Context: an optimization exercise on an open-source flow, tuned for small area. The choices shown serve that exercise and are no tape-out recipe. The RTL was checked by simulation tests, not by an equivalence proof against the original design. Power is estimated from default activity; no workload was simulated.

File: flow/config.mk
export PLATFORM = sky130hd
export DESIGN_NAME = csr_counter_unit
export DESIGN_NICKNAME = csr_counter_unit
export VERILOG_FILES = /design/flow/design.v
export SDC_FILE = /design/flow/constraint.sdc
export NUM_CORES = 4
export LEC_CHECK = 0
export CAP_MARGIN = 20
export CORE_MARGIN = 2
export CORE_UTILIZATION = 40
export SLEW_MARGIN = 20
File: flow/constraint.sdc
create_clock -name core_clock -period 6.5 [get_ports {clk}]
set_input_delay 1.3000 -clock core_clock [delete_from_list [all_inputs] [get_ports {clk}]]
set_output_delay 1.3000 -clock core_clock [all_outputs]
set_load 0.01 [all_outputs]
File: flow/design.v
package core_pkg;
  typedef enum logic [2:0] {
    NO_CSR_OP = 3'd0,
    WRITE_CSR = 3'd1,
    SET_CSR   = 3'd2,
    CLEAR_CSR = 3'd3,
    SYSTEM    = 3'd4
  } csr_op_e;
  typedef logic [4:0] hpm_sel_t;
  localparam logic [11:0] CSR_MCYCLE        = 12'hB00;
  localparam logic [11:0] CSR_MINSTRET      = 12'hB02;
  localparam logic [11:0] CSR_MCYCLEH       = 12'hB80;
  localparam logic [11:0] CSR_MINSTRETH     = 12'hB82;
  localparam logic [11:0] CSR_MCOUNTINHIBIT = 12'h320;
  localparam logic [11:0] CSR_CYCLE         = 12'hC00;
  localparam logic [11:0] CSR_INSTRET       = 12'hC02;
  localparam logic [11:0] CSR_CYCLEH        = 12'hC80;
  localparam logic [11:0] CSR_INSTRETH      = 12'hC82;
  localparam logic [11:0] MHPMCOUNTER3_BASE  = 12'hB03;
  localparam logic [11:0] MHPMCOUNTER3H_BASE = 12'hB83;
  localparam logic [11:0] MHPMEVENT3_BASE    = 12'h323;
  localparam logic [11:0] HPMCOUNTER3_BASE   = 12'hC03;
  localparam logic [11:0] HPMCOUNTER3H_BASE  = 12'hC83;
  function automatic logic [31:0] csr_apply_op(input logic [2:0]  op,
                                               input logic [31:0] old_val,
                                               input logic [31:0] wdata);
    case (op)
      core_pkg::WRITE_CSR: csr_apply_op = wdata;
      core_pkg::SET_CSR:   csr_apply_op = old_val | wdata;
      core_pkg::CLEAR_CSR: csr_apply_op = old_val & ~wdata;
      default:   csr_apply_op = old_val;
    endcase
  endfunction
endpackage
module hpm_counter (
  input  logic        clk,
  input  logic        live,
  input  logic        en,
  input  logic        wr_lo,
  input  logic        wr_hi,
  input  logic [31:0] wdata,
  output logic [63:0] count
);
  localparam int B = 16;             
  localparam int NB = 64 / B;
  logic [63:0] count_q, count_d, sum;
  logic [64:0] c;
  logic [NB:0] g;
  logic        keep_lo, keep_hi, en_lo, en_hi;
  always_comb begin
    en_lo = en & ~wr_hi;
    en_hi = en & ~wr_lo;
    g[0] = 1'b1;
    for (int b = 0; b < NB; b++) g[b+1] = g[b] & (&count_q[B*b +: B]);
    for (int b = 0; b < NB; b++) begin
      c[B*b] = ((B*b < 32) ? en_lo : en_hi) & g[b];
      for (int i = B*b; i < B*b+B; i++) begin
        sum[i] = count_q[i] ^ c[i];
        if (i < B*b+B-1) c[i+1] = count_q[i] & c[i];
      end
    end
    c[64] = 1'b0;
    keep_lo = ~wr_lo & live;
    keep_hi = ~wr_hi & live;
    count_d[31:0]  = ({32{wr_lo}} & wdata) | ({32{keep_lo}} & sum[31:0]);
    count_d[63:32] = ({32{wr_hi}} & wdata) | ({32{keep_hi}} & sum[63:32]);
    if (!live && !wr_lo) count_d[0] = en_lo;
  end
  always_ff @(posedge clk) count_q <= count_d;
  assign count = count_q;
endmodule
module csr_counter_unit (
  input  logic        clk,
  input  logic        rst_n,
  input  logic        csr_valid_i,
  input  logic [2:0]  csr_op_i,
  input  logic [11:0] csr_addr_i,
  input  logic [31:0] csr_wdata_i,
  output logic [31:0] csr_rdata_o,
  output logic        csr_hit_o,
  output logic        csr_illegal_o,
  input  logic        retire_i,
  input  logic [7:0]  event_i
);
  logic [4:0] idx;
  logic [6:0] grp;
  logic       is_hi, is_user, cnt_addr, evt_addr, inh_addr, impl, is_wr_op;
  logic       hit, illegal, do_write;
  logic [31:0] rdata, wdata_new;
  logic [6:0]  idx_is;
  logic        live_q;
  logic [63:0] cnt [7];
  logic [4:0]  evt_sel_q [3:6];
  logic [6:0]  inhibit_q;       
  logic [6:0]  cnt_en, wr_lo, wr_hi;
  logic [3:6]  wr_evt;
  logic        wr_inh;
  always_comb begin
    idx      = csr_addr_i[4:0];
    grp      = csr_addr_i[11:5];
    for (int k = 0; k < 7; k++) idx_is[k] = (idx == 5'(k));
    is_hi    = (grp == 7'h5C) || (grp == 7'h64);
    is_user  = (grp == 7'h60) || (grp == 7'h64);
    cnt_addr = ((grp == 7'h58) || is_hi || is_user) && !idx_is[1];
    evt_addr = (grp == 7'h19) && (idx >= 5'd3);
    inh_addr = (csr_addr_i == 12'h320);
    impl     = (idx <= 5'd6);
    is_wr_op = !csr_op_i[2] && (csr_op_i[1:0] != 2'b00);
    hit      = cnt_addr || evt_addr || inh_addr;
    illegal  = csr_valid_i && (((cnt_addr || evt_addr) && !impl) ||
                               (cnt_addr && is_user && is_wr_op));
    do_write = csr_valid_i && hit && is_wr_op && !illegal;
  end
  always_comb begin
    rdata = '0;
    for (int k = 0; k < 7; k++)
      if (k != 1 && live_q && cnt_addr && idx_is[k])
        rdata = rdata | (is_hi ? cnt[k][63:32] : cnt[k][31:0]);
    for (int k = 3; k < 7; k++)
      if (live_q && evt_addr && idx_is[k]) rdata = rdata | {27'd0, evt_sel_q[k]};
    if (live_q && inh_addr) rdata = rdata | {25'd0, inhibit_q};
  end
  always_comb begin
    case (csr_op_i[1:0])
      2'd1:    wdata_new = csr_wdata_i;
      2'd2:    wdata_new = rdata | csr_wdata_i;
      default: wdata_new = rdata & ~csr_wdata_i;
    endcase
  end
  assign csr_rdata_o   = rdata;
  assign csr_hit_o     = csr_valid_i && hit;
  assign csr_illegal_o = illegal;
  always_comb begin
    cnt_en    = '0;
    cnt_en[0] = !(live_q && inhibit_q[0]);
    cnt_en[2] = retire_i && !(live_q && inhibit_q[2]);
    for (int k = 3; k < 7; k++)
      cnt_en[k] = live_q && !inhibit_q[k] &&
                  (evt_sel_q[k] >= 5'd1) && (evt_sel_q[k] <= 5'd8) &&
                  event_i[3'(evt_sel_q[k] - 5'd1)];
    for (int k = 0; k < 7; k++) begin
      wr_lo[k] = do_write && cnt_addr && idx_is[k] && !is_hi;
      wr_hi[k] = do_write && cnt_addr && idx_is[k] && is_hi;
    end
    for (int k = 3; k < 7; k++) wr_evt[k] = do_write && evt_addr && idx_is[k];
    wr_inh = do_write && inh_addr;
  end
  assign cnt[1] = '0;
  for (genvar k = 0; k < 7; k++) begin : g_cnt
    if (k != 1) begin : g_impl
      hpm_counter u_cnt (
        .clk   (clk),
        .live  (live_q),
        .en    (cnt_en[k]),
        .wr_lo (wr_lo[k]),
        .wr_hi (wr_hi[k]),
        .wdata (wdata_new),
        .count (cnt[k])
      );
    end
  end
  always_ff @(posedge clk or negedge rst_n) begin
    if (!rst_n) live_q <= 1'b0;
    else        live_q <= 1'b1;
  end
  always_ff @(posedge clk) begin
    for (int k = 3; k < 7; k++)
      evt_sel_q[k] <= ({5{wr_evt[k]}} & wdata_new[4:0]) |
                      ({5{!wr_evt[k] && live_q}} & evt_sel_q[k]);
    inhibit_q <= ({7{wr_inh}} & wdata_new[6:0] & 7'h7D) |
                 ({7{!wr_inh && live_q}} & inhibit_q);
  end
endmodule
File: flow/run.sh
#!/bin/bash
# synth_recipe.tcl (not shown) runs the flow's synth.tcl, then flattens the netlist and writes it again
# the make line also repeats each setting of config.mk as NAME=value (left out here)
make -C /OpenROAD-flow-scripts/flow DESIGN_CONFIG=/design/flow/config.mk WORK_HOME=/design/flow/orfs CLKGATE_MAP_FILE= SYNTH_SCRIPT=/design/flow/synth_recipe.tcl finish
==> summary.txt <==
cells in the mapped netlist, drive strengths merged (3+ instances only):
master	number	area, um2
a2111oi	4	35.0
a211oi	3	27.5
a21oi	39	195
a31o	3	26.3
a31oi	3	31.3
and2	11	68.8
and3	6	37.5
and4	4	35.0
buf	134	752
clkbuf	91	347
dfxtp	411	8230
ha	371	4640
inv	16	60.1
mux2	4	45.0
mux2i	235	2350
mux4	8	180
nand2	35	144
nand2b	8	50.1
nand3	410	2050
nand3b	7	52.6
nand4	72	450
nor2	22	82.6
nor2b	6	37.5
nor3	16	96.4
nor4	16	115
o21ai	428	2140
o22ai	91	569
o31a	27	236
o31ai	9	67.6
or2	9	56.3
or3	14	87.6
or3b	4	35.0
or4	7	52.6
xnor2	4	35.0
xor2	24	210
final cells by class:
type | instances | area, um2 | share of cell area, %
tap | 773 | 967 | 3.57
clock buffer | 67 | 1340 | 4.94
sequential | 412 | 8260 | 30.5
inverter | 16 | 60.1 | 0.222
clock inverter | 12 | 185 | 0.683
multi-input combinational | 1926 | 14500 | 53.6
timing repair buffer | 195 | 1780 | 6.55
flip-flops by register name, indices dropped and copies added (netlist names):
| register | flops |
|---|---|
| evt_sel_q | 20 |
| g_cnt.g_impl.u_cnt.count_q | 384 |
| inhibit_q | 7 |
| live_q | 1 |
power groups by stage:
stage	clock (mW)	sequential, mW	combinational (mW)
6_report	2.68	2.54	0.391
5_1_grt	2.83	2.54	0.411
4_1_cts	2.72	2.54	0.384
3_5_place_dp	0	2.59	0.384
3_3_place_gp	0	2.59	0.381
2_1_floorplan	0	2.59	0.221
per-layer routing:
metal / share of wire (%) / wire length (um)
met1: 44 / 32700
met2: 47 / 34800
met3: 5.5 / 4100
met4: 3.9 / 2910
met5: 0.042 / 31
stage by stage:
step                      hold slack, ns  setup WS, ns  std cells
after global routing               0.511        0.0658       3401
after CTS                          0.489         0.213       3398
after floorplan                    0.451         0.516       2579
after detailed placement           0.469        -0.378       3319
final                              0.494         0.392       3401
after global placement             0.464        -0.399       3319
timing repair:
action                                 4_1_cts  5_1_grt
buffers inserted                             0        0
setup endpoints to repair                    0        3
endpoints found under the hold margin        0        0
resized for setup                            0        1
how the worst max path moves through the flow:
| stage | startpoint | endpoint | slack (ns) | cells past startpoint |
|---|---|---|---|---|
| after floorplan | csr_op_i[0] | g_cnt[5].g_impl.u_cnt.count_q[15] | 0.52 | 27 |
| after global placement | csr_op_i[0] | g_cnt[5].g_impl.u_cnt.count_q[15] | -0.40 | 26 |
| after detailed placement | csr_op_i[0] | g_cnt[4].g_impl.u_cnt.count_q[15] | -0.38 | 26 |
| after CTS | csr_op_i[0] | g_cnt[4].g_impl.u_cnt.count_q[15] | 0.21 | 26 |
| after global routing | csr_op_i[0] | g_cnt[4].g_impl.u_cnt.count_q[63] | 0.07 | 28 |
| final | csr_op_i[0] | g_cnt[4].g_impl.u_cnt.count_q[63] | 0.39 | 28 |
cells by family (layout without fill, tap and decap cells):
kind of cell | after synthesis | in the layout | synth area share (%)
simple gates | 651 | 651 | 14.7
compound gates | 628 | 628 | 14.7
flops | 412 | 412 | 34.5
fa+ha+maj | 371 | 371 | 19.4
mux | 247 | 247 | 10.8
buf+inv | 241 | 290 | 4.85
xor+xnor | 28 | 28 | 1.03
other cells | 1 | 1 | 0.0157
==> results.py <==
metrics = {
    "synthesis": {
        "netlist_area_um2": 23900,
        "synth_seq_cells": 412,
        "syn_nets": 3009,
        "syn_area_per_cell_um2": 9.27,
        "ys_types": 70,
        "synthArstFlopShare_pct": 0.243,
        "ys_warn_count": 6,
        "syn-instance-count": 2579,
        "synth-edff-count": 0,
        "synthFlopType": "dfxtp_1",
        "ys_seq_area_share_pct": 34.5,
    },
    "sta": {
        "finalHoldViolCount": 0,
        "finClkSkew_ns": 0.0273,
        "setup_viol": 0,
        "rsz0062_at_grt": "false",
        "slew_headroom_pct": 22.6,
        "finalSetupTns_ns": 0,
        "timing.fmax_ghz": 0.164,
        "slew_violations": 0,
        "worst_slew_pin_slew_ns": 1.13,
        "finalCritPeriodShare_pct": 94.0,
        "layout_min_cycle_time_ns": 6.11,
    },
    "clock_network": {
        "cts_sinks": 412,
        "root_buffer": "clkbuf_16",
        "cts_buffers": 45,
        "htreeDepth": 2,
        "ctsHoldBuffers": 0,
        "cts_tree": "built",
        "clk_pin_slew_ns": 0.06,
        "cts_buffer_depth": 3,
        "clk_latency_ns": 0.60,
    },
    "pwr": {
        "pwr-share-comb_pct": 7.0,
        "p_clk_share_pct": 47.8,
        "switching_share_pct": 24.1,
        "intPower_mw": 4.25,
        "p_sw_mw": 1.35,
        "p_leak_nw": 12.1,
        "pwr-share-seq_pct": 45.3,
        "powerDensity_nw_per_um2": 207,
        "ir_worst_vdd_mv": 0.161,
        "p_total_mw": 5.60,
    },
    "status": {
        "outcome": "timing/DRC/antenna clean",
    },
    "route": {
        "wirelength_mm": 74.6,
        "drt_iter0_drc": 1787,
        "drtAntennaViolNets": 0,
        "route.vias.total": 20100,
        "drcViolationCount": 0,
        "viasPerCell": 5.91,
        "drt-wirelength-per-cell_um": 21.9,
        "drt_first_pass_iters": 6,
    },
    "global_routing": {
        "top_usage_layer": "met2",
        "grt_start_max_net_pins": 108,
        "grtUsageMet2_pct": 39.1,
        "grt_pass1_vias": 19400,
        "grt_overflow": 0,
        "grt_pass1_wl_mm": 114,
        "met3_usage_pct": 3.26,
        "use_met1_pct": 30.4,
        "antenna_found_initial": 3,
        "grtUsageTotal_pct": 23.4,
    },
    "finish": {
        "layout_commonest_cell": "dfxtp_1",
        "layout_common_cells": "dfxtp_1 (411), nand3_1 (409), o21ai_0 (372)",
        "final_nets": 3026,
        "synthToLayoutAreaGrowth_pct": 13.4,
        "post-route-util_pct": 45.9,
        "postLayoutCellArea_um2": 27100,
        "drive_gt1_share_pct": 8.45,
        "n_fill_cell": 5675,
        "antennaDiodeCount": 0,
    },
    "placed_design": {
        "io_buffers": 92,
        "dp_hpwl_mm": 54.9,
        "placed_cell_area_um2": 25500,
        "place.gp.congestion": 0.909,
    },
    "die": {
        "coreArea_um2": 59000,
        "die_h_um": 248,
        "die-area_um2": 61700,
        "std_cell_rows": 89,
        "die_w_um": 248,
        "initial_core_util_pct": 40.5,
        "pin_count": 93,
    },
    "critical_path": {
        "crit_arrival_ns": 6.57,
        "setup.worst_path.class": "input pin to register",
        "critPathMaxFanout": 6,
        "cp_slowest_cell": "clkdlybuf4s50_1",
        "rr_worst_depth": 24,
        "critPathMostFrequentCell": "ha_1",
        "end_kind": "register",
        "slowest_delay_ns": 0.47,
        "required_ns": 6.96,
        "reg2reg_slack_ns": 1.09,
        "r2r_end": "g_cnt[3].g_impl.u_cnt.count_q[63]",
        "critical_path_buf_inv_count": 3,
        "setup.worst_path.start_class": "input pin",
        "r2r_start": "live_q",
        "critPathTopFamily": "adder cells",
    },
    "min_path": {
        "worstHoldStart": "inhibit_q[1]",
        "hold_end": "inhibit_q[1]",
        "min_path_type": "register to register",
        "whs_path_depth": 1,
    },
    "job": {
        "drv_cap": 0,
    },
}

## afterwards: timing with drivers on the ports
The flow's constraints put no driver on any port. The routed layout listed below was extracted and timed again, unchanged, in two steps.
Step 1 (the two cells are an assumption about what drives the block):
set clk [get_ports {clk}]
set_driving_cell -lib_cell sky130_fd_sc_hd__clkbuf_16 $clk
set_driving_cell -lib_cell sky130_fd_sc_hd__buf_2 [delete_from_list [all_inputs] $clk]
Step 2 times the ports against the registers' clock, not the clock port: input delays grow and output delays shrink by t, the midpoint of the rising clock arrivals with the driver on.
a / b / c = ideal / step 1 / step 2; a / b = the first two.
t (ns): 0.642
setup slack, ns: 0.392 / 0.423 / -0.219
worst setup path after step 2: input to register
worst register clock-pin slew, ns: 0.06 / 0.06
pins driven straight from the clock port: 1
With both steps, setup timing fails in this run, where it was met with ideal ports. For this run, drivers alone change the setup slack by +0.031 ns; drivers and shift together by -0.611 ns.
